This design comes from an exercise in tuning for small area, a short achievable clock period and few clock cycles per item on the open sky130 flow, not from production work. No functional check of the RTL was part of any run shown here. Power and IR drop assume default switching activity.

<file path="design/flow/design.v">
package tx_zc_pkg;
    localparam int ZC_NZC_W_DEF = 12;
    localparam int ZC_OUT_W_DEF = 12;
    localparam int ZC_INV_W_DEF = 18;
    localparam int ZC_T_MULT = 24;
endpackage
module tx_zc_mul (
    input  logic        clk,
    input  logic        i_en,
    input  logic        i_ld,
    input  logic [16:0] i_th,
    input  logic [17:0] i_inv,
    output logic [11:0] o_y,
    output logic [16:0] o_p
);
    logic [18:0] thx;
    logic [8:0]  w_neg, w_one, w_two;
    logic [8:0]  neg, one, two;
    logic        r_dsgn;
    logic [18:0] pp0;
    logic [18:0] pp1;
    logic [18:0] pp2;
    logic [18:0] pp3;
    logic [18:0] pp4;
    logic [18:0] pp5;
    logic [18:0] pp6;
    logic [18:0] pp7;
    logic [18:0] pp8;
    logic [34:0] ra, rb;
    logic [34:0] r_a, r_b;
    logic        r_sgn;
    logic s1;
    logic c2;
    logic s3;
    logic c4;
    logic s5;
    logic c6;
    logic s7;
    logic c8;
    logic s9;
    logic c10;
    logic s11;
    logic c12;
    logic s13;
    logic c14;
    logic s15;
    logic c16;
    logic s17;
    logic c18;
    logic s19;
    logic c20;
    logic s21;
    logic c22;
    logic s23;
    logic c24;
    logic s25;
    logic c26;
    logic s27;
    logic c28;
    logic s29;
    logic c30;
    logic s31;
    logic c32;
    logic s33;
    logic c34;
    logic s35;
    logic c36;
    logic s37;
    logic c38;
    logic s39;
    logic c40;
    logic s41;
    logic c42;
    logic s43;
    logic c44;
    logic s45;
    logic c46;
    logic s47;
    logic c48;
    logic s49;
    logic c50;
    logic s51;
    logic c52;
    logic s53;
    logic c54;
    logic s55;
    logic c56;
    logic s57;
    logic c58;
    logic s59;
    logic c60;
    logic s61;
    logic c62;
    logic s63;
    logic c64;
    logic s65;
    logic c66;
    logic s67;
    logic c68;
    logic s69;
    logic c70;
    logic s71;
    logic c72;
    logic s73;
    logic c74;
    logic s75;
    logic c76;
    logic s77;
    logic c78;
    logic s79;
    logic c80;
    logic s81;
    logic c82;
    logic s83;
    logic c84;
    logic s85;
    logic c86;
    logic s87;
    logic c88;
    logic s89;
    logic c90;
    logic s91;
    logic c92;
    logic s93;
    logic c94;
    logic s95;
    logic c96;
    logic s97;
    logic c98;
    logic s99;
    logic c100;
    logic s101;
    logic c102;
    logic s103;
    logic c104;
    logic s105;
    logic c106;
    logic s107;
    logic c108;
    logic s109;
    logic c110;
    logic s111;
    logic c112;
    logic s113;
    logic c114;
    logic s115;
    logic c116;
    logic s117;
    logic c118;
    logic s119;
    logic c120;
    logic s121;
    logic c122;
    logic s123;
    logic c124;
    logic s125;
    logic c126;
    logic s127;
    logic c128;
    logic s129;
    logic c130;
    logic s131;
    logic c132;
    logic s133;
    logic c134;
    logic s135;
    logic c136;
    logic s137;
    logic c138;
    logic s139;
    logic c140;
    logic s141;
    logic c142;
    logic s143;
    logic c144;
    logic s145;
    logic c146;
    logic s147;
    logic c148;
    logic s149;
    logic c150;
    logic s151;
    logic c152;
    logic s153;
    logic c154;
    logic s155;
    logic c156;
    logic s157;
    logic c158;
    logic s159;
    logic c160;
    logic s161;
    logic c162;
    logic s163;
    logic c164;
    logic s165;
    logic c166;
    logic s167;
    logic c168;
    logic s169;
    logic c170;
    logic s171;
    logic c172;
    logic s173;
    logic c174;
    logic s175;
    logic c176;
    logic s177;
    logic c178;
    logic s179;
    logic c180;
    logic s181;
    logic c182;
    logic s183;
    logic c184;
    logic s185;
    logic c186;
    logic s187;
    logic c188;
    logic s189;
    logic c190;
    logic s191;
    logic c192;
    logic s193;
    logic c194;
    logic s195;
    logic c196;
    logic s197;
    logic c198;
    logic s199;
    logic c200;
    logic s201;
    logic c202;
    logic s203;
    logic c204;
    logic s205;
    logic c206;
    logic s207;
    logic c208;
    logic s209;
    logic c210;
    logic s211;
    logic c212;
    logic s213;
    logic c214;
    logic s215;
    logic c216;
    logic s217;
    logic c218;
    logic s219;
    logic c220;
    logic s221;
    logic c222;
    logic s223;
    logic c224;
    logic s225;
    logic c226;
    logic s227;
    logic c228;
    logic s229;
    logic c230;
    logic s231;
    logic c232;
    logic s233;
    logic c234;
    logic s235;
    logic c236;
    logic s237;
    logic c238;
    logic s239;
    logic c240;
    logic s241;
    logic c242;
    logic s243;
    logic c244;
    logic s245;
    logic c246;
    logic s247;
    logic c248;
    logic s249;
    logic c250;
    logic s251;
    logic c252;
    logic s253;
    logic c254;
    logic s255;
    logic c256;
    logic s257;
    logic c258;
    logic s259;
    logic c260;
    logic s261;
    logic c262;
    logic s263;
    logic c264;
    logic s265;
    logic c266;
    logic s267;
    logic c268;
    logic s269;
    logic c270;
    logic s271;
    logic c272;
    logic s273;
    logic c274;
    logic s275;
    logic c276;
    logic s277;
    logic c278;
    logic s279;
    logic c280;
    logic s281;
    logic c282;
    logic s283;
    logic c284;
    logic s285;
    logic c286;
    logic s287;
    logic c288;
    logic s289;
    logic c290;
    logic s291;
    logic c292;
    logic s293;
    logic c294;
    logic s295;
    logic c296;
    logic s297;
    logic c298;
    logic s299;
    logic c300;
    logic s301;
    logic c302;
    logic s303;
    logic c304;
    logic s305;
    logic c306;
    assign thx = {i_th[16], i_th, 1'b0};
    always_comb begin
        for (int i = 0; i < 9; i++) begin
            w_neg[i] = thx[2*i+2] & ~(thx[2*i+1] & thx[2*i]);
            w_one[i] = thx[2*i+1] ^ thx[2*i];
            w_two[i] = (thx[2*i+2] & ~thx[2*i+1] & ~thx[2*i]) | (~thx[2*i+2] & thx[2*i+1] & thx[2*i]);
        end
    end
    always_ff @(posedge clk) begin
        if (i_ld) begin
            neg    <= w_neg;
            one    <= w_one;
            two    <= w_two;
            r_dsgn <= i_th[16];
        end
    end
    assign pp0 = (({19{one[0]}} & {1'b0, i_inv}) | ({19{two[0]}} & {i_inv, 1'b0})) ^ {19{neg[0]}};
    assign pp1 = (({19{one[1]}} & {1'b0, i_inv}) | ({19{two[1]}} & {i_inv, 1'b0})) ^ {19{neg[1]}};
    assign pp2 = (({19{one[2]}} & {1'b0, i_inv}) | ({19{two[2]}} & {i_inv, 1'b0})) ^ {19{neg[2]}};
    assign pp3 = (({19{one[3]}} & {1'b0, i_inv}) | ({19{two[3]}} & {i_inv, 1'b0})) ^ {19{neg[3]}};
    assign pp4 = (({19{one[4]}} & {1'b0, i_inv}) | ({19{two[4]}} & {i_inv, 1'b0})) ^ {19{neg[4]}};
    assign pp5 = (({19{one[5]}} & {1'b0, i_inv}) | ({19{two[5]}} & {i_inv, 1'b0})) ^ {19{neg[5]}};
    assign pp6 = (({19{one[6]}} & {1'b0, i_inv}) | ({19{two[6]}} & {i_inv, 1'b0})) ^ {19{neg[6]}};
    assign pp7 = (({19{one[7]}} & {1'b0, i_inv}) | ({19{two[7]}} & {i_inv, 1'b0})) ^ {19{neg[7]}};
    assign pp8 = (({19{one[8]}} & {1'b0, i_inv}) | ({19{two[8]}} & {i_inv, 1'b0})) ^ {19{neg[8]}};
    assign s1 = pp0[16] ^ pp1[14];
    assign c2 = pp0[16] & pp1[14];
    assign s3 = pp0[17] ^ pp1[15];
    assign c4 = pp0[17] & pp1[15];
    assign s5 = pp0[18] ^ pp1[16];
    assign c6 = pp0[18] & pp1[16];
    assign s7 = pp1[17] ^ pp2[15];
    assign c8 = pp1[17] & pp2[15];
    assign s9 = pp1[18] ^ pp2[16];
    assign c10 = pp1[18] & pp2[16];
    assign s11 = ~neg[1] ^ pp2[17];
    assign c12 = ~neg[1] & pp2[17];
    assign s13 = pp0[10] ^ pp1[8];
    assign c14 = pp0[10] & pp1[8];
    assign s15 = pp0[11] ^ pp1[9];
    assign c16 = pp0[11] & pp1[9];
    assign s17 = pp0[12] ^ pp1[10] ^ pp2[8];
    assign c18 = (pp0[12] & pp1[10]) | (pp0[12] & pp2[8]) | (pp1[10] & pp2[8]);
    assign s19 = pp3[6] ^ pp4[4];
    assign c20 = pp3[6] & pp4[4];
    assign s21 = pp0[13] ^ pp1[11] ^ pp2[9];
    assign c22 = (pp0[13] & pp1[11]) | (pp0[13] & pp2[9]) | (pp1[11] & pp2[9]);
    assign s23 = pp3[7] ^ pp4[5];
    assign c24 = pp3[7] & pp4[5];
    assign s25 = pp0[14] ^ pp1[12] ^ pp2[10];
    assign c26 = (pp0[14] & pp1[12]) | (pp0[14] & pp2[10]) | (pp1[12] & pp2[10]);
    assign s27 = pp3[8] ^ pp4[6] ^ pp5[4];
    assign c28 = (pp3[8] & pp4[6]) | (pp3[8] & pp5[4]) | (pp4[6] & pp5[4]);
    assign s29 = pp6[2] ^ pp7[0];
    assign c30 = pp6[2] & pp7[0];
    assign s31 = pp0[15] ^ pp1[13] ^ pp2[11];
    assign c32 = (pp0[15] & pp1[13]) | (pp0[15] & pp2[11]) | (pp1[13] & pp2[11]);
    assign s33 = pp3[9] ^ pp4[7] ^ pp5[5];
    assign c34 = (pp3[9] & pp4[7]) | (pp3[9] & pp5[5]) | (pp4[7] & pp5[5]);
    assign s35 = pp6[3] ^ pp7[1];
    assign c36 = pp6[3] & pp7[1];
    assign s37 = pp2[12] ^ pp3[10] ^ pp4[8];
    assign c38 = (pp2[12] & pp3[10]) | (pp2[12] & pp4[8]) | (pp3[10] & pp4[8]);
    assign s39 = pp5[6] ^ pp6[4] ^ pp7[2];
    assign c40 = (pp5[6] & pp6[4]) | (pp5[6] & pp7[2]) | (pp6[4] & pp7[2]);
    assign s41 = pp8[0] ^ neg[8] ^ s1;
    assign c42 = (pp8[0] & neg[8]) | (pp8[0] & s1) | (neg[8] & s1);
    assign s43 = pp2[13] ^ pp3[11] ^ pp4[9];
    assign c44 = (pp2[13] & pp3[11]) | (pp2[13] & pp4[9]) | (pp3[11] & pp4[9]);
    assign s45 = pp5[7] ^ pp6[5] ^ pp7[3];
    assign c46 = (pp5[7] & pp6[5]) | (pp5[7] & pp7[3]) | (pp6[5] & pp7[3]);
    assign s47 = pp8[1] ^ s3 ^ c2;
    assign c48 = (pp8[1] & s3) | (pp8[1] & c2) | (s3 & c2);
    assign s49 = pp2[14] ^ pp3[12] ^ pp4[10];
    assign c50 = (pp2[14] & pp3[12]) | (pp2[14] & pp4[10]) | (pp3[12] & pp4[10]);
    assign s51 = pp5[8] ^ pp6[6] ^ pp7[4];
    assign c52 = (pp5[8] & pp6[6]) | (pp5[8] & pp7[4]) | (pp6[6] & pp7[4]);
    assign s53 = pp8[2] ^ s5 ^ c4;
    assign c54 = (pp8[2] & s5) | (pp8[2] & c4) | (s5 & c4);
    assign s55 = pp3[13] ^ pp4[11] ^ pp5[9];
    assign c56 = (pp3[13] & pp4[11]) | (pp3[13] & pp5[9]) | (pp4[11] & pp5[9]);
    assign s57 = pp6[7] ^ pp7[5] ^ pp8[3];
    assign c58 = (pp6[7] & pp7[5]) | (pp6[7] & pp8[3]) | (pp7[5] & pp8[3]);
    assign s59 = neg[0] ^ s7 ^ c6;
    assign c60 = (neg[0] & s7) | (neg[0] & c6) | (s7 & c6);
    assign s61 = pp3[14] ^ pp4[12] ^ pp5[10];
    assign c62 = (pp3[14] & pp4[12]) | (pp3[14] & pp5[10]) | (pp4[12] & pp5[10]);
    assign s63 = pp6[8] ^ pp7[6] ^ pp8[4];
    assign c64 = (pp6[8] & pp7[6]) | (pp6[8] & pp8[4]) | (pp7[6] & pp8[4]);
    assign s65 = neg[0] ^ s9 ^ c8;
    assign c66 = (neg[0] & s9) | (neg[0] & c8) | (s9 & c8);
    assign s67 = pp3[15] ^ pp4[13] ^ pp5[11];
    assign c68 = (pp3[15] & pp4[13]) | (pp3[15] & pp5[11]) | (pp4[13] & pp5[11]);
    assign s69 = pp6[9] ^ pp7[7] ^ pp8[5];
    assign c70 = (pp6[9] & pp7[7]) | (pp6[9] & pp8[5]) | (pp7[7] & pp8[5]);
    assign s71 = ~neg[0] ^ s11 ^ c10;
    assign c72 = (~neg[0] & s11) | (~neg[0] & c10) | (s11 & c10);
    assign s73 = pp2[18] ^ pp3[16] ^ pp4[14];
    assign c74 = (pp2[18] & pp3[16]) | (pp2[18] & pp4[14]) | (pp3[16] & pp4[14]);
    assign s75 = pp5[12] ^ pp6[10] ^ pp7[8];
    assign c76 = (pp5[12] & pp6[10]) | (pp5[12] & pp7[8]) | (pp6[10] & pp7[8]);
    assign s77 = ~(pp8[6] ^ c12);
    assign c78 = pp8[6] | c12;
    assign s79 = ~neg[2] ^ pp3[17] ^ pp4[15];
    assign c80 = (~neg[2] & pp3[17]) | (~neg[2] & pp4[15]) | (pp3[17] & pp4[15]);
    assign s81 = pp5[13] ^ pp6[11] ^ pp7[9];
    assign c82 = (pp5[13] & pp6[11]) | (pp5[13] & pp7[9]) | (pp6[11] & pp7[9]);
    assign s83 = pp3[18] ^ pp4[16] ^ pp5[14];
    assign c84 = (pp3[18] & pp4[16]) | (pp3[18] & pp5[14]) | (pp4[16] & pp5[14]);
    assign s85 = pp6[12] ^ pp7[10];
    assign c86 = pp6[12] & pp7[10];
    assign s87 = ~neg[3] ^ pp4[17] ^ pp5[15];
    assign c88 = (~neg[3] & pp4[17]) | (~neg[3] & pp5[15]) | (pp4[17] & pp5[15]);
    assign s89 = pp4[18] ^ pp5[16];
    assign c90 = pp4[18] & pp5[16];
    assign s91 = pp0[6] ^ pp1[4];
    assign c92 = pp0[6] & pp1[4];
    assign s93 = pp0[7] ^ pp1[5];
    assign c94 = pp0[7] & pp1[5];
    assign s95 = pp0[8] ^ pp1[6] ^ pp2[4];
    assign c96 = (pp0[8] & pp1[6]) | (pp0[8] & pp2[4]) | (pp1[6] & pp2[4]);
    assign s97 = pp3[2] ^ pp4[0];
    assign c98 = pp3[2] & pp4[0];
    assign s99 = pp0[9] ^ pp1[7] ^ pp2[5];
    assign c100 = (pp0[9] & pp1[7]) | (pp0[9] & pp2[5]) | (pp1[7] & pp2[5]);
    assign s101 = pp3[3] ^ pp4[1];
    assign c102 = pp3[3] & pp4[1];
    assign s103 = pp2[6] ^ pp3[4] ^ pp4[2];
    assign c104 = (pp2[6] & pp3[4]) | (pp2[6] & pp4[2]) | (pp3[4] & pp4[2]);
    assign s105 = pp5[0] ^ neg[5] ^ s13;
    assign c106 = (pp5[0] & neg[5]) | (pp5[0] & s13) | (neg[5] & s13);
    assign s107 = pp2[7] ^ pp3[5] ^ pp4[3];
    assign c108 = (pp2[7] & pp3[5]) | (pp2[7] & pp4[3]) | (pp3[5] & pp4[3]);
    assign s109 = pp5[1] ^ s15 ^ c14;
    assign c110 = (pp5[1] & s15) | (pp5[1] & c14) | (s15 & c14);
    assign s111 = pp5[2] ^ pp6[0] ^ neg[6];
    assign c112 = (pp5[2] & pp6[0]) | (pp5[2] & neg[6]) | (pp6[0] & neg[6]);
    assign s113 = s17 ^ s19 ^ c16;
    assign c114 = (s17 & s19) | (s17 & c16) | (s19 & c16);
    assign s115 = pp5[3] ^ pp6[1] ^ s21;
    assign c116 = (pp5[3] & pp6[1]) | (pp5[3] & s21) | (pp6[1] & s21);
    assign s117 = s23 ^ c18 ^ c20;
    assign c118 = (s23 & c18) | (s23 & c20) | (c18 & c20);
    assign s119 = neg[7] ^ s25 ^ s27;
    assign c120 = (neg[7] & s25) | (neg[7] & s27) | (s25 & s27);
    assign s121 = s29 ^ c22 ^ c24;
    assign c122 = (s29 & c22) | (s29 & c24) | (c22 & c24);
    assign s123 = s31 ^ s33 ^ s35;
    assign c124 = (s31 & s33) | (s31 & s35) | (s33 & s35);
    assign s125 = c26 ^ c28 ^ c30;
    assign c126 = (c26 & c28) | (c26 & c30) | (c28 & c30);
    assign s127 = s37 ^ s39 ^ s41;
    assign c128 = (s37 & s39) | (s37 & s41) | (s39 & s41);
    assign s129 = c32 ^ c34 ^ c36;
    assign c130 = (c32 & c34) | (c32 & c36) | (c34 & c36);
    assign s131 = s43 ^ s45 ^ s47;
    assign c132 = (s43 & s45) | (s43 & s47) | (s45 & s47);
    assign s133 = c38 ^ c40 ^ c42;
    assign c134 = (c38 & c40) | (c38 & c42) | (c40 & c42);
    assign s135 = s49 ^ s51 ^ s53;
    assign c136 = (s49 & s51) | (s49 & s53) | (s51 & s53);
    assign s137 = c44 ^ c46 ^ c48;
    assign c138 = (c44 & c46) | (c44 & c48) | (c46 & c48);
    assign s139 = s55 ^ s57 ^ s59;
    assign c140 = (s55 & s57) | (s55 & s59) | (s57 & s59);
    assign s141 = c50 ^ c52 ^ c54;
    assign c142 = (c50 & c52) | (c50 & c54) | (c52 & c54);
    assign s143 = s61 ^ s63 ^ s65;
    assign c144 = (s61 & s63) | (s61 & s65) | (s63 & s65);
    assign s145 = c56 ^ c58 ^ c60;
    assign c146 = (c56 & c58) | (c56 & c60) | (c58 & c60);
    assign s147 = s67 ^ s69 ^ s71;
    assign c148 = (s67 & s69) | (s67 & s71) | (s69 & s71);
    assign s149 = c62 ^ c64 ^ c66;
    assign c150 = (c62 & c64) | (c62 & c66) | (c64 & c66);
    assign s151 = s73 ^ s75 ^ s77;
    assign c152 = (s73 & s75) | (s73 & s77) | (s75 & s77);
    assign s153 = c68 ^ c70 ^ c72;
    assign c154 = (c68 & c70) | (c68 & c72) | (c70 & c72);
    assign s155 = pp8[7] ^ s79 ^ s81;
    assign c156 = (pp8[7] & s79) | (pp8[7] & s81) | (s79 & s81);
    assign s157 = c74 ^ c76 ^ c78;
    assign c158 = (c74 & c76) | (c74 & c78) | (c76 & c78);
    assign s159 = ~(pp8[8] ^ s83);
    assign c160 = pp8[8] | s83;
    assign s161 = s85 ^ c80 ^ c82;
    assign c162 = (s85 & c80) | (s85 & c82) | (c80 & c82);
    assign s163 = pp6[13] ^ pp7[11] ^ pp8[9];
    assign c164 = (pp6[13] & pp7[11]) | (pp6[13] & pp8[9]) | (pp7[11] & pp8[9]);
    assign s165 = s87 ^ c84 ^ c86;
    assign c166 = (s87 & c84) | (s87 & c86) | (c84 & c86);
    assign s167 = pp6[14] ^ pp7[12] ^ pp8[10];
    assign c168 = (pp6[14] & pp7[12]) | (pp6[14] & pp8[10]) | (pp7[12] & pp8[10]);
    assign s169 = ~(s89 ^ c88);
    assign c170 = s89 | c88;
    assign s171 = ~neg[4] ^ pp5[17] ^ pp6[15];
    assign c172 = (~neg[4] & pp5[17]) | (~neg[4] & pp6[15]) | (pp5[17] & pp6[15]);
    assign s173 = pp7[13] ^ pp8[11] ^ c90;
    assign c174 = (pp7[13] & pp8[11]) | (pp7[13] & c90) | (pp8[11] & c90);
    assign s175 = pp5[18] ^ pp6[16] ^ pp7[14];
    assign c176 = (pp5[18] & pp6[16]) | (pp5[18] & pp7[14]) | (pp6[16] & pp7[14]);
    assign s177 = ~pp8[12];
    assign c178 = pp8[12];
    assign s179 = ~neg[5] ^ pp6[17] ^ pp7[15];
    assign c180 = (~neg[5] & pp6[17]) | (~neg[5] & pp7[15]) | (pp6[17] & pp7[15]);
    assign s181 = pp6[18] ^ pp7[16];
    assign c182 = pp6[18] & pp7[16];
    assign s183 = pp0[4] ^ pp1[2];
    assign c184 = pp0[4] & pp1[2];
    assign s185 = pp0[5] ^ pp1[3] ^ pp2[1];
    assign c186 = (pp0[5] & pp1[3]) | (pp0[5] & pp2[1]) | (pp1[3] & pp2[1]);
    assign s187 = pp2[2] ^ pp3[0] ^ neg[3];
    assign c188 = (pp2[2] & pp3[0]) | (pp2[2] & neg[3]) | (pp3[0] & neg[3]);
    assign s189 = pp2[3] ^ pp3[1] ^ s93;
    assign c190 = (pp2[3] & pp3[1]) | (pp2[3] & s93) | (pp3[1] & s93);
    assign s191 = neg[4] ^ s95 ^ s97;
    assign c192 = (neg[4] & s95) | (neg[4] & s97) | (s95 & s97);
    assign s193 = s99 ^ s101 ^ c96;
    assign c194 = (s99 & s101) | (s99 & c96) | (s101 & c96);
    assign s195 = s103 ^ s105 ^ c100;
    assign c196 = (s103 & s105) | (s103 & c100) | (s105 & c100);
    assign s197 = s107 ^ s109 ^ c104;
    assign c198 = (s107 & s109) | (s107 & c104) | (s109 & c104);
    assign s199 = s111 ^ s113 ^ c108;
    assign c200 = (s111 & s113) | (s111 & c108) | (s113 & c108);
    assign s201 = s115 ^ s117 ^ c112;
    assign c202 = (s115 & s117) | (s115 & c112) | (s117 & c112);
    assign s203 = s119 ^ s121 ^ c116;
    assign c204 = (s119 & s121) | (s119 & c116) | (s121 & c116);
    assign s205 = s123 ^ s125 ^ c120;
    assign c206 = (s123 & s125) | (s123 & c120) | (s125 & c120);
    assign s207 = s127 ^ s129 ^ c124;
    assign c208 = (s127 & s129) | (s127 & c124) | (s129 & c124);
    assign s209 = s131 ^ s133 ^ c128;
    assign c210 = (s131 & s133) | (s131 & c128) | (s133 & c128);
    assign s211 = s135 ^ s137 ^ c132;
    assign c212 = (s135 & s137) | (s135 & c132) | (s137 & c132);
    assign s213 = s139 ^ s141 ^ c136;
    assign c214 = (s139 & s141) | (s139 & c136) | (s141 & c136);
    assign s215 = s143 ^ s145 ^ c140;
    assign c216 = (s143 & s145) | (s143 & c140) | (s145 & c140);
    assign s217 = s147 ^ s149 ^ c144;
    assign c218 = (s147 & s149) | (s147 & c144) | (s149 & c144);
    assign s219 = s151 ^ s153 ^ c148;
    assign c220 = (s151 & s153) | (s151 & c148) | (s153 & c148);
    assign s221 = s155 ^ s157 ^ c152;
    assign c222 = (s155 & s157) | (s155 & c152) | (s157 & c152);
    assign s223 = s159 ^ s161 ^ c156;
    assign c224 = (s159 & s161) | (s159 & c156) | (s161 & c156);
    assign s225 = s163 ^ s165 ^ c160;
    assign c226 = (s163 & s165) | (s163 & c160) | (s165 & c160);
    assign s227 = s167 ^ s169 ^ c164;
    assign c228 = (s167 & s169) | (s167 & c164) | (s169 & c164);
    assign s229 = s171 ^ s173 ^ c168;
    assign c230 = (s171 & s173) | (s171 & c168) | (s173 & c168);
    assign s231 = s175 ^ s177 ^ c172;
    assign c232 = (s175 & s177) | (s175 & c172) | (s177 & c172);
    assign s233 = pp8[13] ^ s179 ^ c176;
    assign c234 = (pp8[13] & s179) | (pp8[13] & c176) | (s179 & c176);
    assign s235 = ~(pp8[14] ^ s181);
    assign c236 = pp8[14] | s181;
    assign s237 = ~neg[6] ^ pp7[17] ^ pp8[15];
    assign c238 = (~neg[6] & pp7[17]) | (~neg[6] & pp8[15]) | (pp7[17] & pp8[15]);
    assign s239 = pp7[18] ^ pp8[16];
    assign c240 = pp7[18] & pp8[16];
    assign s241 = pp0[2] ^ pp1[0];
    assign c242 = pp0[2] & pp1[0];
    assign s243 = pp0[3] ^ pp1[1];
    assign c244 = pp0[3] & pp1[1];
    assign s245 = pp2[0] ^ neg[2] ^ s183;
    assign c246 = (pp2[0] & neg[2]) | (pp2[0] & s183) | (neg[2] & s183);
    assign s247 = ~(s185 ^ c184);
    assign c248 = s185 | c184;
    assign s249 = s91 ^ s187 ^ c186;
    assign c250 = (s91 & s187) | (s91 & c186) | (s187 & c186);
    assign s251 = c92 ^ s189 ^ c188;
    assign c252 = (c92 & s189) | (c92 & c188) | (s189 & c188);
    assign s253 = c94 ^ s191 ^ c190;
    assign c254 = (c94 & s191) | (c94 & c190) | (s191 & c190);
    assign s255 = c98 ^ s193 ^ c192;
    assign c256 = (c98 & s193) | (c98 & c192) | (s193 & c192);
    assign s257 = c102 ^ s195 ^ c194;
    assign c258 = (c102 & s195) | (c102 & c194) | (s195 & c194);
    assign s259 = c106 ^ s197 ^ c196;
    assign c260 = (c106 & s197) | (c106 & c196) | (s197 & c196);
    assign s261 = c110 ^ s199 ^ c198;
    assign c262 = (c110 & s199) | (c110 & c198) | (s199 & c198);
    assign s263 = c114 ^ s201 ^ c200;
    assign c264 = (c114 & s201) | (c114 & c200) | (s201 & c200);
    assign s265 = c118 ^ s203 ^ c202;
    assign c266 = (c118 & s203) | (c118 & c202) | (s203 & c202);
    assign s267 = c122 ^ s205 ^ c204;
    assign c268 = (c122 & s205) | (c122 & c204) | (s205 & c204);
    assign s269 = c126 ^ s207 ^ c206;
    assign c270 = (c126 & s207) | (c126 & c206) | (s207 & c206);
    assign s271 = c130 ^ s209 ^ c208;
    assign c272 = (c130 & s209) | (c130 & c208) | (s209 & c208);
    assign s273 = c134 ^ s211 ^ c210;
    assign c274 = (c134 & s211) | (c134 & c210) | (s211 & c210);
    assign s275 = c138 ^ s213 ^ c212;
    assign c276 = (c138 & s213) | (c138 & c212) | (s213 & c212);
    assign s277 = c142 ^ s215 ^ c214;
    assign c278 = (c142 & s215) | (c142 & c214) | (s215 & c214);
    assign s279 = c146 ^ s217 ^ c216;
    assign c280 = (c146 & s217) | (c146 & c216) | (s217 & c216);
    assign s281 = c150 ^ s219 ^ c218;
    assign c282 = (c150 & s219) | (c150 & c218) | (s219 & c218);
    assign s283 = c154 ^ s221 ^ c220;
    assign c284 = (c154 & s221) | (c154 & c220) | (s221 & c220);
    assign s285 = c158 ^ s223 ^ c222;
    assign c286 = (c158 & s223) | (c158 & c222) | (s223 & c222);
    assign s287 = c162 ^ s225 ^ c224;
    assign c288 = (c162 & s225) | (c162 & c224) | (s225 & c224);
    assign s289 = c166 ^ s227 ^ c226;
    assign c290 = (c166 & s227) | (c166 & c226) | (s227 & c226);
    assign s291 = c170 ^ s229 ^ c228;
    assign c292 = (c170 & s229) | (c170 & c228) | (s229 & c228);
    assign s293 = c174 ^ s231 ^ c230;
    assign c294 = (c174 & s231) | (c174 & c230) | (s231 & c230);
    assign s295 = c178 ^ s233 ^ c232;
    assign c296 = (c178 & s233) | (c178 & c232) | (s233 & c232);
    assign s297 = c180 ^ s235 ^ c234;
    assign c298 = (c180 & s235) | (c180 & c234) | (s235 & c234);
    assign s299 = c182 ^ s237 ^ c236;
    assign c300 = (c182 & s237) | (c182 & c236) | (s237 & c236);
    assign s301 = ~(s239 ^ c238);
    assign c302 = s239 | c238;
    assign s303 = ~neg[7] ^ pp8[17] ^ c240;
    assign c304 = (~neg[7] & pp8[17]) | (~neg[7] & c240) | (pp8[17] & c240);
    assign s305 = ~pp8[18];
    assign c306 = pp8[18];
    assign ra[0] = pp0[0];
    assign rb[0] = neg[0];
    assign ra[1] = pp0[1];
    assign rb[1] = 1'b0;
    assign ra[2] = neg[1];
    assign rb[2] = s241;
    assign ra[3] = s243;
    assign rb[3] = c242;
    assign ra[4] = s245;
    assign rb[4] = c244;
    assign ra[5] = s247;
    assign rb[5] = c246;
    assign ra[6] = s249;
    assign rb[6] = c248;
    assign ra[7] = s251;
    assign rb[7] = c250;
    assign ra[8] = s253;
    assign rb[8] = c252;
    assign ra[9] = s255;
    assign rb[9] = c254;
    assign ra[10] = s257;
    assign rb[10] = c256;
    assign ra[11] = s259;
    assign rb[11] = c258;
    assign ra[12] = s261;
    assign rb[12] = c260;
    assign ra[13] = s263;
    assign rb[13] = c262;
    assign ra[14] = s265;
    assign rb[14] = c264;
    assign ra[15] = s267;
    assign rb[15] = c266;
    assign ra[16] = s269;
    assign rb[16] = c268;
    assign ra[17] = s271;
    assign rb[17] = c270;
    assign ra[18] = s273;
    assign rb[18] = c272;
    assign ra[19] = s275;
    assign rb[19] = c274;
    assign ra[20] = s277;
    assign rb[20] = c276;
    assign ra[21] = s279;
    assign rb[21] = c278;
    assign ra[22] = s281;
    assign rb[22] = c280;
    assign ra[23] = s283;
    assign rb[23] = c282;
    assign ra[24] = s285;
    assign rb[24] = c284;
    assign ra[25] = s287;
    assign rb[25] = c286;
    assign ra[26] = s289;
    assign rb[26] = c288;
    assign ra[27] = s291;
    assign rb[27] = c290;
    assign ra[28] = s293;
    assign rb[28] = c292;
    assign ra[29] = s295;
    assign rb[29] = c294;
    assign ra[30] = s297;
    assign rb[30] = c296;
    assign ra[31] = s299;
    assign rb[31] = c298;
    assign ra[32] = s301;
    assign rb[32] = c300;
    assign ra[33] = s303;
    assign rb[33] = c302;
    assign ra[34] = s305;
    assign rb[34] = c304;
    always_ff @(posedge clk) begin
        if (i_en) begin
            r_a   <= ra[34:0];
            r_b   <= rb[34:0];
            r_sgn <= r_dsgn;
        end
    end
    logic [22:0] w_lo;
    assign w_lo = r_a[22:0] + r_b[22:0];
    assign o_p  = w_lo[22:6];
    logic [34:17] w_p, w_o, w_g;
    logic         w_z0, w_z1;
    assign w_p   = r_a[34:17] ^ r_b[34:17];
    assign w_o   = r_a[34:17] | r_b[34:17];
    assign w_g   = r_a[34:17] & r_b[34:17];
    assign w_z0  = !w_lo[17] && (w_o[33:17] == w_p[34:18]);
    assign w_z1  = w_lo[17] && (w_g[33:17] == ~w_p[34:18]);
    assign o_y   = (w_z0 || w_z1) ? w_lo[17:6] : (r_sgn ? 12'h800 : 12'h7ff);
endmodule
module tx_zc_phase_gen #(
    parameter int NZC_W  = tx_zc_pkg::ZC_NZC_W_DEF,
    parameter int OUT_W  = tx_zc_pkg::ZC_OUT_W_DEF,
    parameter int INV_W  = tx_zc_pkg::ZC_INV_W_DEF,
    parameter int PH_W   = NZC_W + 5
) (
    input  logic             sys_clk,
    input  logic             rst,
    input  logic             start,
    input  logic             abort,
    input  logic [NZC_W-1:0] zc_N_zc,
    input  logic [NZC_W-1:0] zc_len,
    input  logic [NZC_W-1:0] zc_start_index,
    input  logic [PH_W-1:0]  zc_Q,
    input  logic [PH_W-1:0]  zc_P,
    input  logic [INV_W-1:0] zc_inv_T,
    input  logic             theta_ready,
    output logic             theta_valid,
    output logic [OUT_W-1:0] theta_data,
    output logic             theta_last,
    output logic             busy,
    output logic             cfg_err
);
    logic        r_busy, r_cfg_err;
    logic        r_ph_q2;    
    logic        r_ph_e0;    
    logic        r_ph_run;   
    logic        r_ph_w1;    
    logic        r_ph_w2;    
    logic        r_s1_valid, r_s1_last, r_out_valid, r_out_last;
    logic [11:0] r_out_data;
    logic [11:0] r_nzc;          
    logic [13:0] r_t3;           
    logic [16:0] r_q;            
    logic [16:0] r_p;            
    logic [17:0] r_inv;          
    logic [11:0] r_rem;          
    logic [11:0] r_skip;         
    logic [11:0]        r_mc;    
    logic               r_wrap;  
    logic signed [16:0] r_th;    
    logic [16:0]        r_e;     
    logic [4:0]         r_z;     
    logic [4:0]         r_pm;    
    logic [13:0] w_3n_in;
    logic [14:0] w_qc_a, w_qc_b, w_qc_s, w_qc_c, w_qc_r;
    logic [14:0] w_pc_a, w_pc_b, w_pc_s, w_pc_c, w_pc_r;
    logic        w_cfg_ok, w_accept, w_adv, w_step, w_done, w_last_step;
    logic [16:0] w_t, w_half;
    logic [17:0] w_q2x;
    logic [16:0] w_q2;
    logic [18:0] w_tha, w_thb, w_tnx, w_hnx, w_ths, w_s1, w_c1, w_ths_m, w_s2, w_c2, w_thc;
    logic [16:0] w_th_nxt;
    logic        w_usep;
    logic [16:0] w_ea;
    logic [18:0] w_eq, w_tx, w_ed, w_s3, w_c3, w_edt;
    logic [16:0] w_e_nxt;
    logic [1:0]  w_p3;
    logic [4:0]  w_pm;
    logic [3:0]  w_zl_s;
    logic [4:0]  w_z_nxt, w_zth5;
    logic [16:0] w_zth;
    logic [17:0] w_mul_b;
    logic [11:0] w_sat;
    logic [16:0] w_prod;
    logic        w_th_ld;
    logic [16:0] w_th_d;
    assign w_3n_in  = 14'(zc_N_zc) + {1'b0, zc_N_zc, 1'b0};
    assign w_qc_a   = {3'b000, zc_N_zc};
    assign w_qc_b   = {2'b00, zc_N_zc, 1'b0};
    assign w_qc_s   = w_qc_a ^ w_qc_b ^ ~{1'b0, zc_Q[16:3]};
    assign w_qc_c   = {(w_qc_a[13:0] & w_qc_b[13:0]) | ((w_qc_a[13:0] | w_qc_b[13:0]) & ~zc_Q[16:3]), 1'b0};
    assign w_qc_r   = w_qc_s + w_qc_c;
    assign w_pc_a   = w_qc_a;
    assign w_pc_b   = w_qc_b;
    assign w_pc_s   = w_pc_a ^ w_pc_b ^ ~{1'b0, zc_P[16:3]};
    assign w_pc_c   = {(w_pc_a[13:0] & w_pc_b[13:0]) | ((w_pc_a[13:0] | w_pc_b[13:0]) & ~zc_P[16:3]), 1'b0};
    assign w_pc_r   = w_pc_s + w_pc_c;
    assign w_cfg_ok = (zc_N_zc[11:2] != '0 || zc_N_zc[1:0] == 2'd3) && (zc_len != '0) &&
                      (zc_start_index < zc_len) && !w_qc_r[14] && !w_pc_r[14];
    assign w_accept = !r_busy && start && w_cfg_ok;
    assign w_adv       = !(r_out_valid && !theta_ready);
    assign w_step      = w_adv && r_ph_run;
    assign w_last_step = (r_rem == 12'd1);
    assign w_done      = r_out_valid && r_out_last && theta_ready;
    assign w_t    = {r_t3, 3'b000};
    assign w_half = {1'b0, r_t3, 2'b00};
    assign w_q2x = {r_q, 1'b0} - {1'b0, w_t};
    assign w_q2  = w_q2x[17] ? {r_q[15:0], 1'b0} : w_q2x[16:0];
    assign w_tha  = {r_th[16], r_th[16], r_th};
    assign w_thb  = {2'b00, r_e};
    assign w_tnx  = ~{2'b00, w_t};
    assign w_hnx  = ~{2'b00, w_half};
    assign w_ths  = w_tha + w_thb;
    assign w_s1   = w_tha ^ w_thb ^ w_tnx;
    assign w_c1   = {(w_tha[17:0] & w_thb[17:0]) | (w_tha[17:0] & w_tnx[17:0]) | (w_thb[17:0] & w_tnx[17:0]), 1'b1};
    assign w_ths_m = w_s1 + w_c1;
    assign w_s2   = w_tha ^ w_thb ^ w_hnx;
    assign w_c2   = {(w_tha[17:0] & w_thb[17:0]) | (w_tha[17:0] & w_hnx[17:0]) | (w_thb[17:0] & w_hnx[17:0]), 1'b1};
    assign w_thc  = w_s2 + w_c2;
    assign w_th_nxt = w_thc[18] ? w_ths[16:0] : w_ths_m[16:0];
    assign w_usep = r_ph_e0 || r_wrap;
    assign w_ea   = w_usep ? r_p : r_e;
    assign w_eq   = ~{2'b00, r_q};
    assign w_tx   = {2'b00, w_t};
    assign w_ed   = {2'b00, w_ea} - {2'b00, r_q};
    assign w_s3   = {2'b00, w_ea} ^ w_eq ^ w_tx;
    assign w_c3   = {({1'b0, w_ea} & w_eq[17:0]) | ({1'b0, w_ea} & w_tx[17:0]) | (w_eq[17:0] & w_tx[17:0]), 1'b1};
    assign w_edt  = w_s3 + w_c3;
    assign w_e_nxt = w_ed[18] ? w_edt[16:0] : w_ed[16:0];
    function automatic logic [1:0] add3(input logic [1:0] a, input logic [1:0] b);
        case ({a, b})
            4'b0000: add3 = 2'd0;  4'b0001: add3 = 2'd1;  4'b0010: add3 = 2'd2;
            4'b0100: add3 = 2'd1;  4'b0101: add3 = 2'd2;  4'b0110: add3 = 2'd0;
            4'b1000: add3 = 2'd2;  4'b1001: add3 = 2'd0;  4'b1010: add3 = 2'd1;
            default: add3 = 2'd0;
        endcase
    endfunction
    function automatic logic [1:0] red3(input logic [1:0] g);
        red3 = {g[1] & ~g[0], g[0] & ~g[1]};
    endfunction
    always_comb begin
        logic [1:0] r0, r1, r2, r3, r4, r5, r6;
        r0 = red3(r_p[4:3]);   r1 = red3(r_p[6:5]);   r2 = red3(r_p[8:7]);
        r3 = red3(r_p[10:9]);  r4 = red3(r_p[12:11]); r5 = red3(r_p[14:13]);
        r6 = red3(r_p[16:15]);
        w_p3 = add3(add3(add3(r0, r1), add3(r2, r3)), add3(add3(r4, r5), r6));
    end
    assign w_pm = {w_p3, r_p[2:0]};
    assign w_zl_s  = {1'b0, r_z[2:0]} + {1'b0, r_pm[2:0]};
    assign w_z_nxt = {add3(add3(r_z[4:3], r_pm[4:3]), {1'b0, w_zl_s[3]}), w_zl_s[2:0]};
    assign w_zth5  = (r_z[4:3] == 2'd2) ? {2'b11, r_z[2:0]} :
                     (r_z[4:3] == 2'd1 && r_z[2]) ? {2'b10, r_z[2:0]} : {1'b0, r_z[3], r_z[2:0]};
    assign w_zth   = {{12{w_zth5[4]}}, w_zth5};
    always_comb begin
        w_th_ld = 1'b1;
        w_th_d  = w_th_nxt;
        if (r_ph_q2)                  w_th_d = '0;
        else if (w_step && r_wrap)    w_th_d = w_zth;
        else if (w_step)              w_th_d = w_th_nxt;
        else if (w_adv && r_ph_w2)    w_th_d = w_prod;
        else                          w_th_ld = 1'b0;
    end
    assign w_mul_b = r_ph_w1 ? {r_nzc, 6'b000000} : r_inv;
    tx_zc_mul u_mul (.clk(sys_clk), .i_en(w_adv), .i_ld(w_th_ld), .i_th(w_th_d), .i_inv(w_mul_b),
                     .o_y(w_sat), .o_p(w_prod));
    always_ff @(posedge sys_clk) begin
        if (rst || abort) begin
            r_busy      <= 1'b0;
            r_ph_q2     <= 1'b0;
            r_ph_e0     <= 1'b0;
            r_ph_run    <= 1'b0;
            r_ph_w1     <= 1'b0;
            r_ph_w2     <= 1'b0;
            r_s1_valid  <= 1'b0;
            r_s1_last   <= 1'b0;
            r_out_valid <= 1'b0;
            r_out_last  <= 1'b0;
            r_cfg_err   <= 1'b0;
        end else begin
            r_cfg_err <= !r_busy && start && !w_cfg_ok;
            if (!r_busy) begin
                r_busy  <= w_accept;
                r_ph_q2 <= w_accept;
            end else begin
                if (w_done) r_busy <= 1'b0;
                r_ph_q2 <= 1'b0;
                r_ph_e0 <= r_ph_q2;
                if (r_ph_e0) r_ph_run <= 1'b1;
                if (w_adv) begin
                    if (r_ph_run && (w_last_step || r_wrap)) r_ph_run <= 1'b0;
                    r_ph_w1 <= r_ph_run && !w_last_step && r_wrap;
                    r_ph_w2 <= r_ph_w1;
                    if (r_ph_w2) r_ph_run <= 1'b1;
                end
            end
            if (w_adv) begin
                r_s1_valid  <= w_step && (r_skip == '0);
                r_s1_last   <= w_last_step;
                r_out_valid <= r_s1_valid;
                r_out_last  <= r_s1_last;
            end
        end
    end
    always_ff @(posedge sys_clk) begin
        if (!r_busy) begin
            r_nzc  <= zc_N_zc;
            r_t3   <= w_3n_in;
            r_q    <= zc_Q;
            r_p    <= zc_P;
            r_inv  <= zc_inv_T;
            r_rem  <= zc_len;
            r_skip <= zc_start_index;
        end else begin
            if (r_ph_q2) r_q <= w_q2;
            if (w_step) begin
                r_rem <= r_rem - 12'd1;
                if (r_skip != '0) r_skip <= r_skip - 12'd1;
            end
        end
    end
    always_ff @(posedge sys_clk) begin
        if (w_th_ld) begin
            r_th <= w_th_d;
        end
        if (r_ph_q2) begin
            r_mc   <= r_nzc;
            r_wrap <= 1'b0;
            r_pm   <= w_pm;
            r_z    <= w_pm;
        end
        if (r_ph_e0) begin
            r_e <= w_e_nxt;
        end
        if (w_step) begin
            r_e <= w_e_nxt;
            if (r_wrap) begin
                r_z    <= w_z_nxt;
                r_mc   <= r_nzc;
                r_wrap <= 1'b0;
            end else begin
                r_mc   <= r_mc - 12'd1;
                r_wrap <= (r_mc == 12'd2);
            end
        end
        if (w_adv) begin
            r_out_data <= w_sat;
        end
    end
    assign theta_valid = r_out_valid;
    assign theta_data  = r_out_data;
    assign theta_last  = r_out_last;
    assign busy        = r_busy;
    assign cfg_err     = r_cfg_err;
endmodule
</file>
<file path="design/flow/run.sh">
#!/bin/bash
# synth_recipe.tcl (not shown) runs the flow's synth.tcl, then flattens the netlist and writes it again
# the make line also repeats each setting of config.mk as NAME=value (left out here)
make -C /OpenROAD-flow-scripts/flow DESIGN_CONFIG=/design/flow/config.mk WORK_HOME=/design/flow/orfs CLKGATE_MAP_FILE= SYNTH_SCRIPT=/design/flow/synth_recipe.tcl finish
</file>
<file path="design/flow/config.mk">
export PLATFORM = sky130hd
export DESIGN_NAME = tx_zc_phase_gen
export DESIGN_NICKNAME = tx_zc_phase_gen
export VERILOG_FILES = /design/flow/design.v
export SDC_FILE = /design/flow/constraint.sdc
export NUM_CORES = 4
export LEC_CHECK = 0
export CAP_MARGIN = 20
export CORE_MARGIN = 2
export CORE_UTILIZATION = 40
export SETUP_SLACK_MARGIN = 3.6
export SLEW_MARGIN = 20
</file>
<file path="design/flow/constraint.sdc">
create_clock -name core_clock -period 8.0 [get_ports {sys_clk}]
set_input_delay 1.6000 -clock core_clock [delete_from_list [all_inputs] [get_ports {sys_clk}]]
set_output_delay 1.6000 -clock core_clock [all_outputs]
set_load 0.01 [all_outputs]
</file>
==> impl_results.md, run 1 <==
- Total Wirelength: 73,560 um
- H-tree Lvls: 2
- Hold Path Class: reg2reg
- R2R cell count: 16
- Worst EP arrival: 4.62 ns
- Number of global-route vias before repair: 20.45k
- Top FF cell, synth: edfxtp_1
- Syn Nets: 3,185
- Row count: 94
- Slowest cell on crit path: nor2_1
- RePlAce Congestion: 0.8711
- Via count: 19.48k
- Clock-pin slew on the worst setup and hold paths: 0.06 ns
- DRC: 0
- CP endpoint kind: flop
- CTS tree: done
- Syn Inst Count: 2,641
- Top cells by area, synth: edfxtp_1, fa_1, ha_1, xnor2_1, inv_1
- Share of synthesized registers carrying an async set or reset: 0%
- Peak supply drop: 0.1421 mV
- R2r setup slk: 3.73 ns
- Yosys warns: 2
- Antenna Cells: 0
- RSZ-0062 raised after global routing: yes
- Number of flops mapped to enable cells by yosys: 259
- Area leader, netlist: edfxtp_1
- Die width: 262.2 um
- # hold bufs at CTS: 0
- Worst r2r dst: r_e[16]
- Top delay family on crit path: simple AND/OR/NAND/NOR gates
- Hold depth: 2
- Unique masters post-synth: 88
- Syn Area/Cell: 10.10 um^2
- P_leak: 12.97 nW
- Remaining antenna violation count: 0
- CP max stage delay: 0.57 ns
- Share of cells above drive strength 1: 6.378%
- TNS Setup: 0 ns
- Routed vias/inst: 5.423
- CTS Buffer Depth: 3
- Max Cap Violations: 0
- Post-DR wirelength/cell: 20.48 um
- Commonest non-fill, non-tap cells in the layout: inv_1, edfxtp_1, ha_1
- Max Clock Skew: 0.03851 ns
- TritonRoute pass-1 iters: 7
- Initial antenna violation count: 1
- Fill cells: 6,190
- Top cell type's share of synthesized area: 29.16%
- Inserted Clock Buffers: 36
- Slew @ Worst Pin: 0.9841 ns
- Type of origin of the critical path: input pin
- Required @ worst endpoint: 8.28 ns
- Wire length of the first global-routing pass: 115,600 um
- Buf/Inv on CP: 3
- Root Driver: clkbuf_16
- Core Box Area: 65,860 um^2
- Final HPWL DP: 56,920 um
- Area growth, synth to finish: 12.34%
- Finish-stage setup viols: 0
- Period utilisation layout: 54.18%
- Post-Synthesis Cell Area: 26,670 um^2
- IO Pins: 109
- Most common cell after layout, fill and taps aside: inv_1
- Initial core utilization: 40.49%
- # placed instances: 3,518
- Hold Vio Cnt, Final: 0
- Die area: 68,750 um^2
- Pwr/cell area: 222.4 nW/um^2
- Status: no timing/DRC/antenna violations
- Critical path fanouts, max: 26
- Peak Freq: 0.2307 GHz
- GRT Util Overall: 21.27%
- Critical path type: in2reg
- Fin. max-slew vios: 0
- Hold endpoint: r_out_last
- FF+latch count, synth: 275
- Skew-Pair Late Insertion Delay: 0.57 ns
- Layout Cells excl Fill: 3,592
- GRT overflow: 0
- Largest net degree at the start of global routing: 50
- Min Tclk post-route: 4.334 ns
- Worst slew margin: 34.30%
- CP Cell Sequence: clkdlybuf4s50_1 -> nor2b_4 -> clkinv_4 -> and3_1 -> nor2_1 -> nand2_1 -> nand3_1 -> inv_1 -> ha_1
- Hold Path Origin: r_s1_last
- Reg2reg start: r_wrap
- Final #Nets: 3,245
- Die height: 262.2 um
- Post-synthesis sequential area ratio: 30.36%
- DRT iter0 DRCs: 1,431
- Final core utilization: 45.49%
- Clock sinks: 275
- Buffers added on ports: 108
## worst reg2reg max path, cell delays in order, from the launching register on
cell      delay, ns
edfxtp_1       0.46
nor2_4         0.20
buf_12         0.14
buf_4          0.12
mux2_2         0.35
fa_1           0.53
ha_4           0.22
o21ai_2        0.12
a21oi_2        0.06
o41a_1         0.35
nand4_1        0.17
a31oi_4        0.12
a21o_1         0.21
a21o_1         0.22
and4_1         0.20
o41a_1         0.41
xor2_1         0.14
## routing by layer
metal  vias up  track usage, %  wire [um]
li1       9196               -          -
met1      9598           28.59      32500
met2       577           35.95      35200
met3       106           2.816       3930
met4         2           5.851       1914
met5         -               0         13
## area by class of cell
class	count	area, um^2	area share [%]
tap	864	1081	3.608
multi-input combinational	1869	16820	56.15
clock buffer	42	923.4	3.082
clock inverter	23	231.5	0.7726
inverter	381	1435	4.790
timing repair inverter	1	5.005	0.01670
timing repair buffer	137	1359	4.535
sequential	275	8103	27.04
## kinds of logic after synthesis
| logic type | Yosys count | synth area share, % |
|---|---|---|
| xor gates and xnor gates | 322 | 10.63 |
| buffers and inverters | 497 | 7.056 |
| muxes | 86 | 3.476 |
| AOI/OAI and AO/OA | 525 | 13.13 |
| adders and majority gates | 451 | 26.56 |
| DFF | 275 | 30.36 |
| and+or+nand+nor | 485 | 8.778 |
## flip-flops by register name, summed over array words and instances (netlist names), 13 cells and up
name       count
r_th          16
u_mul.r_b     34
u_mul.r_a     35
r_t3          13
r_e           17
r_p           17
r_q           17
r_inv         18
## where the power goes
part | internal [mW] | switching (mW)
combinational | 1.20 | 1.81
sequential | 1.86 | 0.165
clock | 0.959 | 0.654
total | 4.03 | 2.63
## timing repair
item / 4_1_cts / 5_1_grt
endpoints found under the setup margin: 147 / 38
resized for setup: 12 / 23
gates cloned: 1 / 0
pin swaps: 1 / 2
buffers inserted: 7 / 0
## metrics by stage
step	power [mW]	setup WS [ns]	hold WS [ns]	instance area, um^2
final	6.662	3.666	0.4678	29960
after CTS	6.688	3.610	0.4693	29840
after global placement	4.969	2.367	0.4559	28540
after global routing	7.115	3.516	0.5167	29960
after floorplan	4.035	3.656	0.4244	26680
after detailed placement	5.035	2.295	0.4533	28550
## how the worst max path moves through the flow
stage                start      endpoint  cells after the start
2_1_floorplan  theta_ready  u_mul.one[6]                     10
3_3_place_gp   theta_ready  u_mul.one[1]                      8
3_5_place_dp   theta_ready  u_mul.one[1]                      8
4_1_cts            r_th[1]  u_mul.one[8]                     16
5_1_grt            r_th[1]  u_mul.one[8]                     16
6_report       theta_ready  u_mul.one[2]                      9
## cells in the mapped netlist (6+ instances only)
library cell,number
a211oi_1,11
a21boi_1,6
a21o_1,34
a21oi_1,124
a22oi_1,138
a31o_2,7
a31oi_1,23
and2_1,10
and3_1,7
buf_1,39
clkbuf_1,71
dfxtp_1,16
edfxtp_1,259
fa_1,192
ha_1,259
inv_1,376
mux2_2,36
mux2i_1,42
nand2_1,133
nand2b_1,23
nand3_1,33
nand4_1,11
nor2_1,141
nor2b_1,20
nor3_1,31
nor3b_1,6
nor4_1,13
o211ai_1,11
o21a_1,12
o21ai_0,59
o21ai_1,25
o31ai_1,12
or2_2,7
or3_1,20
xnor2_1,199
xor2_1,121
==> inputs of run 2 (changes only) <==
--- a/design/flow/config.mk
+++ b/design/flow/config.mk
@@ -8,5 +8,4 @@
 export CAP_MARGIN = 20
 export CORE_MARGIN = 2
 export CORE_UTILIZATION = 40
-export SETUP_SLACK_MARGIN = 3.6
 export SLEW_MARGIN = 20
==> impl_results.md, run 2 <==
- Pwr Total: 6.541 mW (-1.8%)
- RePlAce Congestion: 0.8821 (+1.3%)
- Fill cells: 6,210 (+0.32%)
- IO Pins: 109 (unchanged)
- # hold bufs at CTS: 0 (unchanged)
- Top cells by area, synth: edfxtp_1, fa_1, ha_1, xnor2_1, inv_1
- Setup Buffers After CTS: 0 (-7)
- Final #Nets: 3,237 (-0.25%)
- CP endpoint kind: flop
- CTS tree: done
- Fin. max-slew vios: 0 (unchanged)
- CTS Buffer Depth: 3 (unchanged)
- Period utilisation layout: 61.29% (+7.1 points)
- FF+latch count, synth: 275 (unchanged)
- Worst slew margin: 30.98% (-3.3 points)
- P_leak: 12.86 nW (-0.84%)
- # placed instances: 3,518 (unchanged)
- Max Cap Violations: 0 (unchanged)
- Number of flops mapped to enable cells by yosys: 259 (unchanged)
- Post-synthesis sequential area ratio: 30.36% (unchanged)
- Final Worst Setup Slack: 3.097 ns (-0.5685 ns)
- Share of synthesized registers carrying an async set or reset: 0% (unchanged)
- Die height: 262.2 um (unchanged)
- Unique masters post-synth: 88 (unchanged)
- H-tree Lvls: 2 (unchanged)
- Pwr/cell area: 220.1 nW/um^2 (-1.0%)
- Antenna Cells: 0 (unchanged)
- Total Wirelength: 72,860 um (-0.95%)
- Worst EP arrival: 5.21 ns (+0.59 ns)
- Number of global-route vias before repair: 20.41k (-0.20%)
- Most common cell in the netlist: inv_1
- TNS Setup: 0 ns (unchanged)
- Area leader, netlist: edfxtp_1
- Skew-Pair Late Insertion Delay: 0.57 ns (about the same)
- Hold Path Class: reg2reg
- Syn Inst Count: 2,641 (unchanged)
- RSZ-0062 raised after global routing: no
- Syn Area/Cell: 10.10 um^2 (unchanged)
- Die area: 68,750 um^2 (unchanged)
- DRC: 0 (unchanged)
- Die width: 262.2 um (unchanged)
- Dpl ws: 2.861 ns (+0.5658 ns)
- Routed vias/inst: 5.459 (+0.67%)
- Yosys warns: 2 (unchanged)
- Min Tclk post-route: 4.903 ns (+0.5685 ns)
- Commonest non-fill, non-tap cells in the layout: inv_1, ha_1, edfxtp_1
- Share of cells above drive strength 1: 5.404% (-0.97 points)
- Type of origin of the critical path: flop
- Layout Cells excl Fill: 3,584 (-0.22%)
- Peak Freq: 0.2040 GHz (-12%)
- Largest register FFs: 35 (unchanged)
- Peak supply drop: 0.1300 mV (-8.6%)
- Max Clock Skew: 0.04325 ns (+0.004742 ns)
- GRT Util Overall: 21.18% (-0.090 points)
- Top cell type's share of synthesized area: 29.16% (unchanged)
- Syn Nets: 3,185 (unchanged)
- Most common cell after layout, fill and taps aside: inv_1
- Multi-input gate area: 16,710 um^2 (-0.68%)
- Largest net degree at the start of global routing: 83 (+66%)
- Inserted Clock Buffers: 35 (-2.8%)
- Root Driver: clkbuf_16
- Initial antenna violation count: 2 (+1)
- Initial core utilization: 40.49% (unchanged)
- TritonRoute pass-1 iters: 6 (-1)
- Row count: 94 (unchanged)
- Post-CTS Resized: 0 (-12)
- Critical path type: reg2reg
- Slew @ Worst Pin: 1.031 ns (+0.04733 ns)
- Final HPWL DP: 57,290 um (+0.67%)
- Required @ worst endpoint: 8.30 ns (+0.02 ns)
- Post-Synthesis Cell Area: 26,670 um^2 (unchanged)
- Top reg by flops: u_mul.r_a
- Top FF cell, synth: edfxtp_1
- GRT overflow: 0 (unchanged)
- Core Box Area: 65,860 um^2 (unchanged)
- Post-DR wirelength/cell: 20.33 um (-0.73%)
- DRT iter0 DRCs: 1,631 (+14%)
- Via count: 19.57k (+0.45%)
- Top Registers: u_mul.r_a (35), u_mul.r_b (34), r_inv (18)
- Status: no timing/DRC/antenna violations
- Buffers added on ports: 108 (unchanged)
- Hold Vio Cnt, Final: 0 (unchanged)
- Critical path fanouts, max: 31 (+19%)
- Area growth, synth to finish: 11.43%
- Wire length of the first global-routing pass: 115,200 um (-0.29%)
- Clock-pin slew on the worst setup and hold paths: 0.06 ns (about the same)
- Storage element area: 8099 um^2 (about the same)
- Finish-stage setup viols: 0 (unchanged)
- Synth top cells by count: inv_1, edfxtp_1, ha_1, xnor2_1, fa_1
- Clock sinks: 275 (unchanged)
- Remaining antenna violation count: 0 (unchanged)
-- run 2: cell types whose count changed in the layout (fill, tap and decap cells not counted), moves of 3 or more --
cell,change
a21oi_1,+3
clkbuf_8,+3
dlymetal6s2s_1,-3
clkinv_4,-3
a2111oi_0,+3
clkdlybuf4s50_1,+3
a21oi_2,-3
buf_12,-3
bufinv_16,-3
-- run 2: logic make-up (layout without fill, tap and decap cells) --
group / after synthesis / count (layout) / share of synthesized area, %
multiplexers: 86 / 86 / 3.476
flip-flops: 275 / 275 / 30.36
adder cells (fa/ha/maj): 451 / 451 / 26.56
AO/OA/AOI/OAI: 525 / 525 / 13.13
XOR/XNOR: 322 / 322 / 10.63
AND/OR/NAND/NOR: 485 / 485 / 8.778
buffers and inverters: 497 / 576 / 7.056
-- run 2: where the power goes --
| part | internal (mW) | total [mW] | switching [mW] |
|---|---|---|---|
| sequential | 1.87 | 2.04 | 0.175 |
| clock | 0.873 | 1.52 | 0.646 |
| combinational | 1.20 | 2.98 | 1.79 |
-- run 2: final timing paths --
| path | startpoint | end | slack, ns | depth (start not counted) |
|---|---|---|---|---|
| min | r_s1_valid | r_s1_valid | 0.47 | 2 |
| max reg2reg | r_wrap | r_e[16] | 3.10 | 13 |
| min reg2reg | r_s1_valid | r_s1_valid | 0.47 | 2 |
| max | r_wrap | r_e[16] | 3.10 | 13 |
-- run 2: metrics by stage --
stage	area (um^2)	hold WS, ns	util [%]
after floorplan	26670	0.4244	-
after global placement	28540	0.4461	43.34
after detailed placement	28540	0.4513	43.34
after CTS	29650	0.4599	45.02
after global routing	29720	0.5025	45.12
final	29720	0.4658	45.12
-- run 2: layout make-up --
cell class | count | area share (%)
clock buffers | 44 | 3.162
flip-flops and latches | 275 | 27.25
clock inverters | 20 | 0.5515
multi-input cells | 1869 | 56.23
repair buffers | 131 | 4.353
inverters | 381 | 4.816
well taps | 864 | 3.638
-- run 2: routing by layer --
layer	track usage [%]	wire length (um)	vias up
met3	3.060	4614	124
li1	-	-	9187
met5	0	17	-
met4	6.849	2186	2
met2	35.50	34730	641
met1	28.15	31320	9612
-- run 2: critical path: stages, from the launching register on --
cell      delay (ns)
edfxtp_1        0.47
nor2_1          0.70
mux2_2          0.45
ha_1            0.23
fa_1            0.39
a21oi_1         0.15
a21boi_1        0.10
o21ai_1         0.24
o221ai_1        0.24
a211oi_1        0.38
o31ai_1         0.19
a31o_2          0.46
o41a_1          0.50
xor2_1          0.15
==> inputs of run 3 (changes only) <==
--- a/design/flow/config.mk
+++ b/design/flow/config.mk
@@ -8,4 +8,5 @@
 export CAP_MARGIN = 20
 export CORE_MARGIN = 2
 export CORE_UTILIZATION = 40
+export SETUP_SLACK_MARGIN = 4.0
 export SLEW_MARGIN = 20
==> impl_results.md, run 3 <==
- Max Cap Violations: 0 (unchanged)
- Fin area: 30,980 um^2 (+4.2%)
- CP Cell Sequence: nor2_4 -> buf_12 -> mux2_4 -> fa_1 -> ha_4 -> o21ai_4 -> a21oi_2 -> o41a_1 -> nand4_1 -> a31oi_2 -> a21o_1 -> a21o_4 -> and4_1 -> o41a_1 -> xor2_1
- Total Wirelength: 75,230 um (+3.2%)
- Syn Inst Count: 2,641 (unchanged)
- Buffers added on ports: 108 (unchanged)
- R2R cell count: 15 (+2)
- Compound-Gate Fraction of Synth Area: 13.13% (unchanged)
- Post-Synthesis Cell Area: 26,670 um^2 (unchanged)
- Inserted Clock Buffers: 36 (+2.9%)
- Met2 Use GR: 35.89% (+0.38 points)
- Mux share of post-synthesis cell area: 3.476% (unchanged)
- Antenna Cells: 0 (unchanged)
- P_leak: 13.47 nW (+4.7%)
- Most common cell after layout, fill and taps aside: inv_1
- Slew @ Worst Pin: 1.009 ns (-0.02240 ns)
- Clock sinks: 275 (unchanged)
- Pwr/cell area: 216.9 nW/um^2 (-1.4%)
- Root Driver: clkbuf_16
- H-tree Lvls: 2 (unchanged)
- Area growth, synth to finish: 16.16%
- Top cell type's share of synthesized area: 29.16% (unchanged)
- RePlAce Congestion: 0.8925 (+1.2%)
- Fin. max-slew vios: 0 (unchanged)
- Yosys warns: 2 (unchanged)
- Syn Area/Cell: 10.10 um^2 (unchanged)
- # hold bufs at CTS: 0 (unchanged)
- Row count: 94 (unchanged)
- Via count: 20.00k (+2.2%)
- Clock-pin slew on the worst setup and hold paths: 0.06 ns (about the same)
- Buf/Inv on CP: 1 (+1)
- Share of cells above drive strength 1: 10.85% (+5.4 points)
- CP endpoint: r_e[16]
- Worst EP arrival: 4.32 ns (-0.89 ns)
- Remaining antenna violation count: 0 (unchanged)
- IO Pins: 109 (unchanged)
- Placed Area: 28,570 um^2 (+0.11%)
- DRC: 0 (unchanged)
- Simple logic cell fraction of the synthesized area: 8.778% (unchanged)
- Met1 usage: 28.08% (-0.075 points)
- Initial antenna violation count: 1 (-1)
- Die area: 68,750 um^2 (unchanged)
- Fin Hold WS: 0.4640 ns (-0.001843 ns)
- Top reg by flops: u_mul.r_a
- Finish-stage setup viols: 0 (unchanged)
- TritonRoute pass-1 iters: 5 (-1)
- CP dominant cell by count: o41a_1
- Met3 usage: 3.876% (+0.82 points)
- Required @ worst endpoint: 8.30 ns (about the same)
- FF+latch count, synth: 275 (unchanged)
- Slowest cell on crit path: fa_1
- Min Tclk post-route: 4.018 ns (-0.8852 ns)
- Reg2reg start: r_wrap
- Share of synthesized registers carrying an async set or reset: 0% (unchanged)
- Unique masters post-synth: 88 (unchanged)
- Crit path launch: r_wrap
- Period utilisation layout: 50.22% (-11 points)
- # placed instances: 3,517 (-0.028%)
- Skew-Pair Late Insertion Delay: 0.56 ns (about the same)
- Adder-cell share of the synthesized area: 26.56% (unchanged)
- Top cells by area, synth: edfxtp_1, fa_1, ha_1, xnor2_1, inv_1
- CP max stage delay: 0.53 ns (-0.17 ns)
- Critical path depth: 15 (+2)
- Final #Nets: 3,309 (+2.2%)
- Largest family of logic cells by synthesized area: adder cells
- Die height: 262.2 um (unchanged)
- Largest register FFs: 35 (unchanged)
- Peak Freq: 0.2489 GHz (+22%)
- Number of global-route vias before repair: 20.58k (+0.86%)
- GRT busiest layer: met2
- Wire length of the first global-routing pass: 116,900 um (+1.4%)
- Critical path fanouts, max: 7 (-77%)
- Top FF cell, synth: edfxtp_1
- DRT iter0 DRCs: 1,561 (-4.3%)
- Hold depth: 2 (unchanged)
- RSZ-0062 raised after global routing: yes
- Syn Nets: 3,185 (unchanged)
- Routed vias/inst: 5.469 (+0.17%)
- Synth top cells by count: inv_1, edfxtp_1, ha_1, xnor2_1, fa_1
- GRT Util Overall: 21.52% (+0.33 points)
- Most common cell in the netlist: inv_1
- Peak supply drop: 0.1210 mV (-6.9%)
- CP endpoint kind: flop
- Initial core utilization: 40.49% (unchanged)
- Post-synthesis xor/xnor area fraction: 10.63% (unchanged)
- Max Clock Skew: 0.02708 ns (-0.01618 ns)
- Commonest non-fill, non-tap cells in the layout: inv_1, edfxtp_1, ha_1
- Type of origin of the critical path: flop
- TNS Setup: 0 ns (unchanged)
- GRT overflow: 0 (unchanged)
- CTS tree: done
- Largest net degree at the start of global routing: 87 (+4.8%)
- Status: no timing/DRC/antenna violations
- Worst slew margin: 32.64% (+1.7 points)
- Hold Path Class: reg2reg
- Top Registers: u_mul.r_a (35), u_mul.r_b (34), r_inv (18)
- Final HPWL DP: 56,530 um (-1.3%)
- Post-DR wirelength/cell: 20.57 um (+1.2%)
- Worst r2r dst: r_e[16]
- Top delay family on crit path: compound AO/OA/AOI/OAI gates
- R2r setup slk: 3.98 ns (+0.89 ns)
- Final core utilization: 47.03% (+1.9 points)
- Die width: 262.2 um (unchanged)
- Critical path type: reg2reg
- Core Box Area: 65,860 um^2 (unchanged)
- Layout Cells excl Fill: 3,657 (+2.0%)
- Hold Vio Cnt, Final: 0 (unchanged)
- CTS Buffer Depth: 3 (unchanged)
- Post-synthesis sequential area ratio: 30.36% (unchanged)
- Area leader, netlist: edfxtp_1
- Number of flops mapped to enable cells by yosys: 259 (unchanged)
## run 3: worst reg2reg max path, cell delays in order (launching register included)
cell and delay (ns):
edfxtp_1 0.45, nor2_4 0.14, buf_12 0.15, mux2_4 0.32, fa_1 0.53, ha_4 0.22, o21ai_4 0.14, a21oi_2 0.06
o41a_1 0.36, nand4_1 0.14, a31oi_2 0.13, a21o_1 0.22, a21o_4 0.23, and4_1 0.15, o41a_1 0.38, xor2_1 0.14
## run 3: layer usage
metal  vias up  share of wire, %
met2       722                47
met1      9814                42
met5         -             0.025
met3       136               7.1
met4         2               3.2
li1       9325                 -
## run 3: kinds of logic (layout without fill, tap and decap cells)
| family | Yosys count | in the layout |
|---|---|---|
| fa+ha+maj | 451 | 451 |
| simple gates | 485 | 485 |
| mux | 86 | 86 |
| compound gates | 525 | 526 |
| flops | 275 | 275 |
| buf+inv | 497 | 648 |
| xor+xnor | 322 | 322 |
## run 3: area by class of cell
class,instances,area (um^2)
Tap cell,864,1081
Fill cell,6079,34880
Clock inverter,22,178.9
Sequential cell,275,8103
Multi-Input combinational cell,1870,17270
Clock buffer,44,940.9
Inverter,381,1443
Timing Repair Buffer,201,1964
## run 3: what timing repair did
action / 4_1_cts / 5_1_grt
resized for setup: 65 / 89
endpoints found under the hold margin: 0 / 0
pin swaps: 20 / 28
buffers inserted: 31 / 40
gates cloned: 2 / 0
endpoints found under the setup margin: 108 / 70
## run 3: metrics by stage
step	power (mW)	worst slack, ns
3_3_place_gp	4.922	2.140
2_1_floorplan	4.036	4.012
6_report	6.720	3.982
4_1_cts	6.646	3.970
3_5_place_dp	5.010	2.277
5_1_grt	7.204	3.912
## run 3: power by group
part / leakage (nW) / switching, mW / total, mW / internal [mW]
clock network: 0.559 / 0.671 / 1.55 / 0.883
logic: 10.1 / 1.85 / 3.14 / 1.29
registers: 2.76 / 0.161 / 2.03 / 1.87
## run 3: how the worst min path moves through the flow
stage            startpoint           end  slack, ns
2_1_floorplan  u_mul.neg[1]  u_mul.r_a[2]       0.42
3_3_place_gp     r_s1_valid    r_s1_valid       0.45
3_5_place_dp      r_s1_last    r_out_last       0.45
4_1_cts           r_s1_last    r_out_last       0.47
5_1_grt           r_s1_last    r_out_last       0.49
6_report          r_s1_last    r_out_last       0.46

[static timing again, ports no longer ideal]
In the flow no input, the clock included, has a driving cell. The finished layouts below were timed again as built, in two steps. Step 1 sets driving cells, clkbuf_16 on the clock port and buf_2 on the other inputs (assumed; they add their load-dependent delay and slew). Step 2, shift: input delay + t, output delay - t, t = (earliest + latest rising clock arrival at the registers) / 2. This alone moves slack from input paths to output paths. a / b / c = no drivers / after step 1 / after step 2; a / b = the first two.
run | t (ns) | slack for setup (ns) | worst setup path at the end
run 1 | 0.611 | 3.666 / 3.708 / 3.097 | input to register
run 2 | 0.603 | 3.097 / 3.097 / 2.718 | input to register
run 3 | 0.610 | 3.982 / 3.982 / 3.480 | input to register
After both steps setup and hold are still met in every run listed. For run 1, which loses most, drivers alone change the setup slack by +0.042 ns; drivers and shift together by -0.569 ns.
